Background: an optimization exercise with open tools, aiming at a short achievable clock period and few clock cycles per item. Do not read the settings as production practice.
Only simulation tests tie the RTL to the original design; equivalence was not proved.

## the previous run
==> flow/design.v (excerpt) <==
module pipelineCpu (
	input  logic           CLK,
	input  logic           RST,
	output cpuPkg::wordT   imemAddr,
	input  cpuPkg::wordT   imemData,
	output cpuPkg::wordT   dmemAddr,
	output cpuPkg::wordT   dmemWData,
	output logic           dmemRead,
	output logic           dmemWrite,
	input  cpuPkg::wordT   dmemRData,
	output logic           wbValid,
	output cpuPkg::regIdxT wbReg,
	output cpuPkg::wordT   wbData
);
	logic [15:0] pc;
	logic [2:0]  liReg;
	logic [7:0]  liImm;
	logic [1:0]  bpCtr [16];
	logic        fdValid;
	logic [15:0] fdInstr;
	logic [15:0] fdPcInc;
	logic [7:0]  fdJrTarget;
	logic        fdPredT;
	logic [3:0]  fdBpIdx;
	logic [15:0] fdRxVal;
	logic [15:0] fdRyVal;
	logic        fdRxZero;
	logic        deRegWrite;
	logic        deIsLoad;
	logic        deIsStore;
	logic        deIsCond;
	logic        deBpUpd;
	logic        deIsJr;
	logic        deOpAdd;
	logic        deOpSub;
	logic        deOpAnd;
	logic        deOpOr;
	logic        deOpSlt;
	logic        deFwdAEm;
	logic        deFwdAMw;
	logic        deFwdBEm;
	logic        deFwdBMw;
	logic        deFwdSEm;
	logic        deFwdSMw;
	logic        deBeqz;
	logic        deBwd;
	logic        dePredT;
	logic [3:0]  deBpIdx;
	logic [15:0] deAVal;
	logic [15:0] deBVal;
	logic [15:0] deSVal;
	logic [2:0]  deDest;
	logic [15:0] deTarget;
	logic [15:0] deAltPc;
	logic        emRegWrite;
	logic        emIsLoad;
	logic        emIsStore;
	logic [15:0] emResult;
	logic [15:0] emAddr;
	logic        emSelLoad;
	logic [15:0] emStoreData;
	logic [2:0]  emDest;
	logic        mwRegWrite;
	logic [15:0] mwResult;
	logic [2:0]  mwDest;
	logic [15:0] mwOutData;
	logic [2:0]  mwOutDest;
	logic [15:0] regs [8];
	logic [7:0]  regZero;
	logic        mwZero;
	logic        deAZero;
	logic        deAEqT;
	logic        deIsAddImm;
	logic        deAEqNeg;
	logic        exResZero;
	logic        stall;
  ...
Size: ~100 I/O pins, about 0.026 mm² of cells after synthesis.
export LEC_CHECK = 0
export CAP_MARGIN = 20
export CORE_MARGIN = 2
export CORE_UTILIZATION = 40
export SETUP_SLACK_MARGIN = 3.8
export SLEW_MARGIN = 20
create_clock -name core_clock -period 6.2 [get_ports {CLK}]
standard.sh (not shown) runs the stock make flow with config.mk's settings and CLKGATE_MAP_FILE= SYNTH_SCRIPT=/design/flow/synth_recipe.tcl, a recipe that flattens the netlist after the stock synthesis.
==> flow/flow/run.sh <==
#!/bin/bash
# Standard layout, except that the combinational logic of the standard synthesis is
# mapped again by ABC with a delay-driven script before floorplanning. The standard
# synthesis's registers (cells and instance names) are kept as they are.
set -euo pipefail
W=$(pwd)
F=$W/flow
R=$W/orfs/results/$FLOW_PLATFORM/pipelineCpu/base
LIB=$FLOW_HOME/platforms/$FLOW_PLATFORM/lib/sky130_fd_sc_hd__tt_025C_1v80.lib
YOSYS=$(command -v yosys || true)
if [[ -z "$YOSYS" ]]; then YOSYS=$FLOW_HOME/../tools/install/yosys/bin/yosys; fi

# 1. the standard synthesis
bash standard.sh synth > $W/log_1_synth.txt 2>&1
cp $R/1_2_yosys.v $W/standard_synth.v

# 2. map the combinational logic again; registers stay as instances
SEQ=$(tr '\n' ' ' < $F/seqcells.txt)
DU=$(sed 's/^/-dont_use /' $F/dontuse.txt | tr '\n' ' ')
printf 'set_driving_cell sky130_fd_sc_hd__buf_1\nset_load 5\n' > $W/resyn.constr
cat > $W/resyn.ys <<EOY
read_liberty -ignore_miss_func $LIB
setattr -mod -set keep_hierarchy 1 $SEQ
read_verilog $W/standard_synth.v
hierarchy -top $FLOW_TOP
flatten
opt_clean -purge
abc -script $F/resyn.abc -liberty $LIB $DU -constr $W/resyn.constr
opt_clean -purge
hilomap -singleton -hicell sky130_fd_sc_hd__conb_1 HI -locell sky130_fd_sc_hd__conb_1 LO
insbuf -buf sky130_fd_sc_hd__buf_4 A X
rename -hide w:*.*
opt_clean -purge
select $FLOW_TOP
write_verilog -noattr -nohex -nodec -selected $W/resyn.v
EOY
$YOSYS -l $W/log_2_resynth.txt -q $W/resyn.ys > /dev/null 2>&1

# the registers must be the standard synthesis's, instance for instance
regs() { grep -E '^ *sky130_fd_sc_hd__(df|edf|sdf|dl)[a-z0-9_]* ' "$1" | awk '{print $1, $2}' | sort; }
if ! diff <(regs $W/standard_synth.v) <(regs $W/resyn.v) > $W/log_regdiff.txt; then
  echo "registers differ after remapping" >&2
  exit 1
fi
cp $W/resyn.v $R/1_2_yosys.v
touch $R/1_2_yosys.v

# 3. the rest of the standard layout
bash standard.sh > $W/log_3_layout.txt 2>&1
test -f $W/out/final.def
Other scripts of this flow, unchanged in this note and not shown: flow/flow/dontuse.txt, flow/flow/resyn.abc, flow/flow/seqcells.txt
Testbench counts of the previous run, summed over its fixed seeds: cycles 10,564, instrs 10,210.
Changes in the current run relative to the previous run:
-- flow/design.v --
<<< the previous run, line 129
	logic        fdPredT;
	logic [3:0]  fdBpIdx;
	logic [15:0] fdRxVal;
	logic [15:0] fdRyVal;
	logic        fdRxZero;
	logic        deRegWrite;
	logic        deIsLoad;
>>> the current run, line 129
	logic        fdPredT;
	logic [3:0]  fdBpIdx;
	logic        deRegWrite;
	logic        deIsLoad;
<<< the previous run, line 178
	logic        deAEqT;
	logic        deIsAddImm;
	logic        deAEqNeg;
	logic        exResZero;
>>> the current run, line 175
	logic        deAEqT;
	logic        deIsAddImm;
	logic [15:0] deNegImm;
	logic        deAEqNeg;
	logic        exResZero;
<<< the previous run, line 266
		end
	end
	logic [2:0]  fRx;
	logic [2:0]  fRy;
	assign fRx = imemData[10:8];
	assign fRy = imemData[7:5];
	always_ff @(posedge CLK)
	begin
		if (stall)
		begin
			fdRxVal <= dRxVal;
			fdRyVal <= dRyVal;
			fdRxZero <= dRxZero;
		end
		else
		begin
			fdRxVal <= (mwRegWrite && mwDest == fRx) ? mwResult : regs[fRx];
			fdRyVal <= (mwRegWrite && mwDest == fRy) ? mwResult : regs[fRy];
			fdRxZero <= (mwRegWrite && mwDest == fRx) ? mwZero : regZero[fRx];
		end
	end
	always_ff @(posedge CLK)
	begin
>>> the current run, line 264
		end
	end
	always_ff @(posedge CLK)
	begin
<<< the previous run, line 334
		endcase
	end
	assign dRxVal = (mwRegWrite && mwDest == dRx) ? mwResult : fdRxVal;
	assign dRyVal = (mwRegWrite && mwDest == dRy) ? mwResult : fdRyVal;
	assign dRxEm = deRegWrite && deDest == dRx;
	assign dRxMw = !dRxEm && emRegWrite && emDest == dRx;
>>> the current run, line 313
		endcase
	end
	assign dRxVal = (mwRegWrite && mwDest == dRx) ? mwResult : regs[dRx];
	assign dRyVal = (mwRegWrite && mwDest == dRy) ? mwResult : regs[dRy];
	assign dRxEm = deRegWrite && deDest == dRx;
	assign dRxMw = !dRxEm && emRegWrite && emDest == dRx;
<<< the previous run, line 352
	assign dIsCondNz = (dOp == 5'd10 || dOp == 5'd11) && fdInstr[7:0] != 8'd0;
	assign dEmHit = emRegWrite && emDest == dRx;
	assign dCanResolve = dIsCondNz &&
		(dRxEm ? (deIsAddImm && !deFwdAEm && !deFwdAMw) : !(dEmHit && emSelLoad));
	logic        emZero;
	logic        dRxZero;
	assign emZero = emResult == 16'd0;
	assign dRxZero = (mwRegWrite && mwDest == dRx) ? mwZero : fdRxZero;
	assign dZero = dRxEm ? exResZero : (dEmHit ? emZero : dRxZero);
	assign dActualT = fdInstr[11] ? !dZero : dZero;
>>> the current run, line 331
	assign dIsCondNz = (dOp == 5'd10 || dOp == 5'd11) && fdInstr[7:0] != 8'd0;
	assign dEmHit = emRegWrite && emDest == dRx;
	assign dCanResolve = dIsCondNz && (dRxEm ? deIsAddImm : !(dEmHit && emSelLoad));
	logic        emZero;
	logic        dRxZero;
	assign emZero = emResult == 16'd0;
	assign dRxZero = (mwRegWrite && mwDest == dRx) ? mwZero : regZero[dRx];
	assign dZero = dRxEm ? exResZero : (dEmHit ? emZero : dRxZero);
	assign dActualT = fdInstr[11] ? !dZero : dZero;
<<< the previous run, line 418
		deAZero <= dRxZero;
		deAEqT <= dRxVal == {8'h00, fdJrTarget};
		deAEqNeg <= dIsLi ? (dImm == 16'd0) : (dRxVal == -dImm);
		deFwdBEm <= dRyEm && !dSrcImm;
>>> the current run, line 396
		deAZero <= dRxZero;
		deAEqT <= dRxVal == {8'h00, fdJrTarget};
		deNegImm <= -dImm;
		deAEqNeg <= dIsLi ? (dImm == 16'd0) : (dRxVal == -dImm);
		deFwdBEm <= dRyEm && !dSrcImm;
<<< the previous run, line 460
	assign mispCond = deIsCond && (actualT != dePredT);
	assign mispJr = deIsJr && (!dePredT || !jrOk);
	assign exResZero = deAEqNeg;
	assign redirect = mispCond || mispJr;
	assign redirPc = deIsJr ? opA : deAltPc;
>>> the current run, line 439
	assign mispCond = deIsCond && (actualT != dePredT);
	assign mispJr = deIsJr && (!dePredT || !jrOk);
	assign exResZero = deFwdAEm ? (emResult == deNegImm) :
		(deFwdAMw ? (mwResult == deNegImm) : deAEqNeg);
	assign redirect = mispCond || mispJr;
	assign redirPc = deIsJr ? opA : deAltPc;
Results
The current run was carried through to the last stage, and its layout satisfied the timing, design-rule and antenna checks. The previous run → the current run: total number of clock tree sinks fell about 3.5%, met2 layer wire length in the routed design rose about 1.4%. Number of well taps for the current run: 64 down relative to the previous run. Summary of the current run over the previous run: number of nets in the final layout has decreased; final critical delay including setup and external delays increased 64 ps. The detailed-routing iteration count for the pre-antenna-repair pass number comes out lower for the current run vs the previous run.
Testbench counts of the current run, summed over its fixed seeds: cycles 10,564, instrs 10,210.

* * *

old:
pipelineCpu, a different RTL version from the one above (not shown whole).
Size: about 2800 cells after synthesis, roughly 100 I/O pins, ~0.022 mm^2 of cells after synthesis.
==> flow/config.mk <==
export PLATFORM = sky130hd
export DESIGN_NAME = pipelineCpu
export DESIGN_NICKNAME = pipelineCpu
export VERILOG_FILES = /design/flow/design.v
export SDC_FILE = /design/flow/constraint.sdc
export NUM_CORES = 4
export LEC_CHECK = 0
export CAP_MARGIN = 20
export CORE_MARGIN = 2
export CORE_UTILIZATION = 40
export SETUP_SLACK_MARGIN = 3.8
export SLEW_MARGIN = 20
==> flow/constraint.sdc <==
create_clock -name core_clock -period 6.2 [get_ports {CLK}]
set_input_delay 1.2400 -clock core_clock [delete_from_list [all_inputs] [get_ports {CLK}]]
set_output_delay 1.2400 -clock core_clock [all_outputs]
set_load 0.01 [all_outputs]
Scripts as last shown in full above: flow/flow/run.sh
Other scripts of this flow, unchanged in this note and not shown: flow/flow/dontuse.txt, flow/flow/resyn.abc, flow/flow/seqcells.txt
Testbench counts of old, summed over its fixed seeds: cycles 10,677, instrs 10,210.
For new, these inputs were changed with respect to old:
-- flow/design.v --
<<< old, line 160
	logic        emIsStore;
	logic [15:0] emResult;
	logic [15:0] emStoreData;
	logic [2:0]  emDest;
>>> new, line 160
	logic        emIsStore;
	logic [15:0] emResult;
	logic [15:0] emAddr;
	logic        emSelLoad;
	logic [15:0] emStoreData;
	logic [2:0]  emDest;
<<< old, line 165
	logic [15:0] mwResult;
	logic [2:0]  mwDest;
	logic [15:0] regs [8];
	logic        stall;
	logic        redirect;
>>> new, line 167
	logic [15:0] mwResult;
	logic [2:0]  mwDest;
	logic [15:0] mwOutData;
	logic [2:0]  mwOutDest;
	logic [15:0] regs [8];
	logic [7:0]  regZero;
	logic        mwZero;
	logic        deAZero;
	logic        deAEqT;
	logic        stall;
	logic        redirect;
<<< old, line 315
	logic        dEmHit;
	logic        dCanResolve;
	logic [15:0] dBrVal;
	logic        dZero;
	logic        dActualT;
	assign dIsCondNz = (dOp == 5'd10 || dOp == 5'd11) && fdInstr[7:0] != 8'd0;
	assign dEmHit = emRegWrite && emDest == dRx;
	assign dCanResolve = dIsCondNz && !dRxEm && !(dEmHit && emIsLoad);
	assign dBrVal = dEmHit ? emResult : dRxVal;
	assign dZero = dBrVal == 16'd0;
	assign dActualT = fdInstr[11] ? !dZero : dZero;
	assign dRedirect = dCanResolve && (dActualT != fdPredT) && !redirect;
>>> new, line 323
	logic        dEmHit;
	logic        dCanResolve;
	logic        dZero;
	logic        dActualT;
	assign dIsCondNz = (dOp == 5'd10 || dOp == 5'd11) && fdInstr[7:0] != 8'd0;
	assign dEmHit = emRegWrite && emDest == dRx;
	assign dCanResolve = dIsCondNz && !dRxEm && !(dEmHit && emSelLoad);
	logic        emZero;
	logic        dRxZero;
	assign emZero = emResult == 16'd0;
	assign dRxZero = (mwRegWrite && mwDest == dRx) ? mwZero : regZero[dRx];
	assign dZero = dEmHit ? emZero : dRxZero;
	assign dActualT = fdInstr[11] ? !dZero : dZero;
	assign dRedirect = dCanResolve && (dActualT != fdPredT) && !redirect;
<<< old, line 377
		deFwdAMw <= dRxMw && !dIsLi;
		deAVal <= (dRxEm || dRxMw || dIsLi) ? 16'd0 : dRxVal;
		deFwdBEm <= dRyEm && !dSrcImm;
		deFwdBMw <= dRyMw && !dSrcImm;
>>> new, line 387
		deFwdAMw <= dRxMw && !dIsLi;
		deAVal <= (dRxEm || dRxMw || dIsLi) ? 16'd0 : dRxVal;
		deAZero <= dRxZero;
		deAEqT <= dRxVal == {8'h00, fdJrTarget};
		deFwdBEm <= dRyEm && !dSrcImm;
		deFwdBMw <= dRyMw && !dSrcImm;
<<< old, line 411
		({16{deOpAnd}} & (opA & opB)) | ({16{deOpOr}} & (opA | opB)) |
		{15'd0, deOpSlt & lt};
	assign aZero = opA == 16'd0;
	assign actualT = deBeqz ? aZero : !aZero;
	assign mispCond = deIsCond && (actualT != dePredT);
	assign mispJr = deIsJr && (!dePredT || opA != deTarget);
	assign redirect = mispCond || mispJr;
	assign redirPc = deIsJr ? opA : deAltPc;
>>> new, line 423
		({16{deOpAnd}} & (opA & opB)) | ({16{deOpOr}} & (opA | opB)) |
		{15'd0, deOpSlt & lt};
	logic        jrOk;
	assign aZero = deFwdAEm ? emZero : (deFwdAMw ? mwZero : deAZero);
	assign jrOk = deFwdAEm ? (emResult == deTarget) :
		(deFwdAMw ? (mwResult == deTarget) : deAEqT);
	assign actualT = deBeqz ? aZero : !aZero;
	assign mispCond = deIsCond && (actualT != dePredT);
	assign mispJr = deIsJr && (!dePredT || !jrOk);
	assign redirect = mispCond || mispJr;
	assign redirPc = deIsJr ? opA : deAltPc;
<<< old, line 468
	begin
		emResult <= aluResult;
		emStoreData <= storeVal;
		emDest <= deDest;
	end
	assign dmemAddr = emResult;
	assign dmemWData = emStoreData;
	assign dmemRead = emIsLoad;
>>> new, line 483
	begin
		emResult <= aluResult;
		emAddr <= sum;
		emSelLoad <= deIsLoad;
		emStoreData <= storeVal;
		emDest <= deDest;
	end
	assign dmemAddr = emAddr;
	assign dmemWData = emStoreData;
	assign dmemRead = emIsLoad;
<<< old, line 484
	always_ff @(posedge CLK)
	begin
		mwResult <= emIsLoad ? dmemRData : emResult;
		mwDest <= emDest;
	end
	assign wbValid = mwRegWrite;
	assign wbReg = mwDest;
	assign wbData = mwResult;
	always_ff @(posedge CLK or negedge RST)
	begin
>>> new, line 501
	always_ff @(posedge CLK)
	begin
		mwResult <= emSelLoad ? dmemRData : emResult;
		mwZero <= (emSelLoad ? dmemRData : emResult) == 16'd0;
		mwDest <= emDest;
		if (emRegWrite)
		begin
			mwOutData <= emSelLoad ? dmemRData : emResult;
			mwOutDest <= emDest;
		end
	end
	assign wbValid = mwRegWrite;
	assign wbReg = mwOutDest;
	assign wbData = mwOutData;
	always_ff @(posedge CLK or negedge RST)
	begin
<<< old, line 500
			regs[mwDest] <= mwResult;
	end
endmodule
>>> new, line 523
			regs[mwDest] <= mwResult;
	end
	always_ff @(posedge CLK or negedge RST)
	begin
		if (!RST)
			regZero <= 8'hff;
		else if (mwRegWrite)
			regZero[mwDest] <= mwZero;
	end
endmodule
--- outcome ---
Relative to old, average footprint of a synthesized cell increased by about 1.5% in new. Looking at the reports, new completed the entire flow and the layout it produced met the timing, design-rule and antenna checks. Taking new over old, the number of ordinary and repair buffers in the finished layout ratio works out to 0.861. Relative to old, worst endpoint data arrival time decreased by 460 ps in new. Going from old to new, amount of wire on met3 after detailed routing rose by about 32%; global-route wire length before repair increased 2.7%; total number of clock tree sinks increased 47.
Testbench counts of new, summed over its fixed seeds: cycles 10,677, instrs 10,210.

[port drivers added, routing unchanged]
The flow's constraints put no driver on any port. The routed layouts listed below were extracted and timed again, unchanged, in two steps.
Step 1 assumes that a clkbuf_16 drives the clock port and a buf_2 every other input.
Step 2 also shifts input and output timing later by t, the mid clock arrival at the registers, as if the neighbouring blocks saw the same clock.
Three values: no drivers, after step 1, after step 2; two values: the first two.
| run | t, ns | setup WS [ns] | hold WS [ns] | latest minus earliest clock arrival (ns) | worst slew at a driven data input, ns |
|---|---|---|---|---|---|
| the previous run | 0.689 | 3.379 / 3.379 / 2.789 | 0.316 / 0.316 / 0.316 | 0.046 / 0.047 | 0.06 |
| the current run | 0.685 | 3.315 / 3.315 / 2.756 | 0.325 / 0.325 / 0.325 | 0.042 / 0.042 | 0.05 |
| old | 0.645 | 3.017 / 3.017 / 2.563 | 0.328 / 0.328 / 0.328 | 0.021 / 0.021 | 0.05 |
| new | 0.676 | 3.507 / 3.507 / 2.910 | 0.323 / 0.323 / 0.323 | 0.034 / 0.034 | 0.05 |
After both steps setup and hold are still met in every run listed. The setup slack of new, which loses most, moves by 0.000 ns with the drivers and by -0.597 ns with both steps.
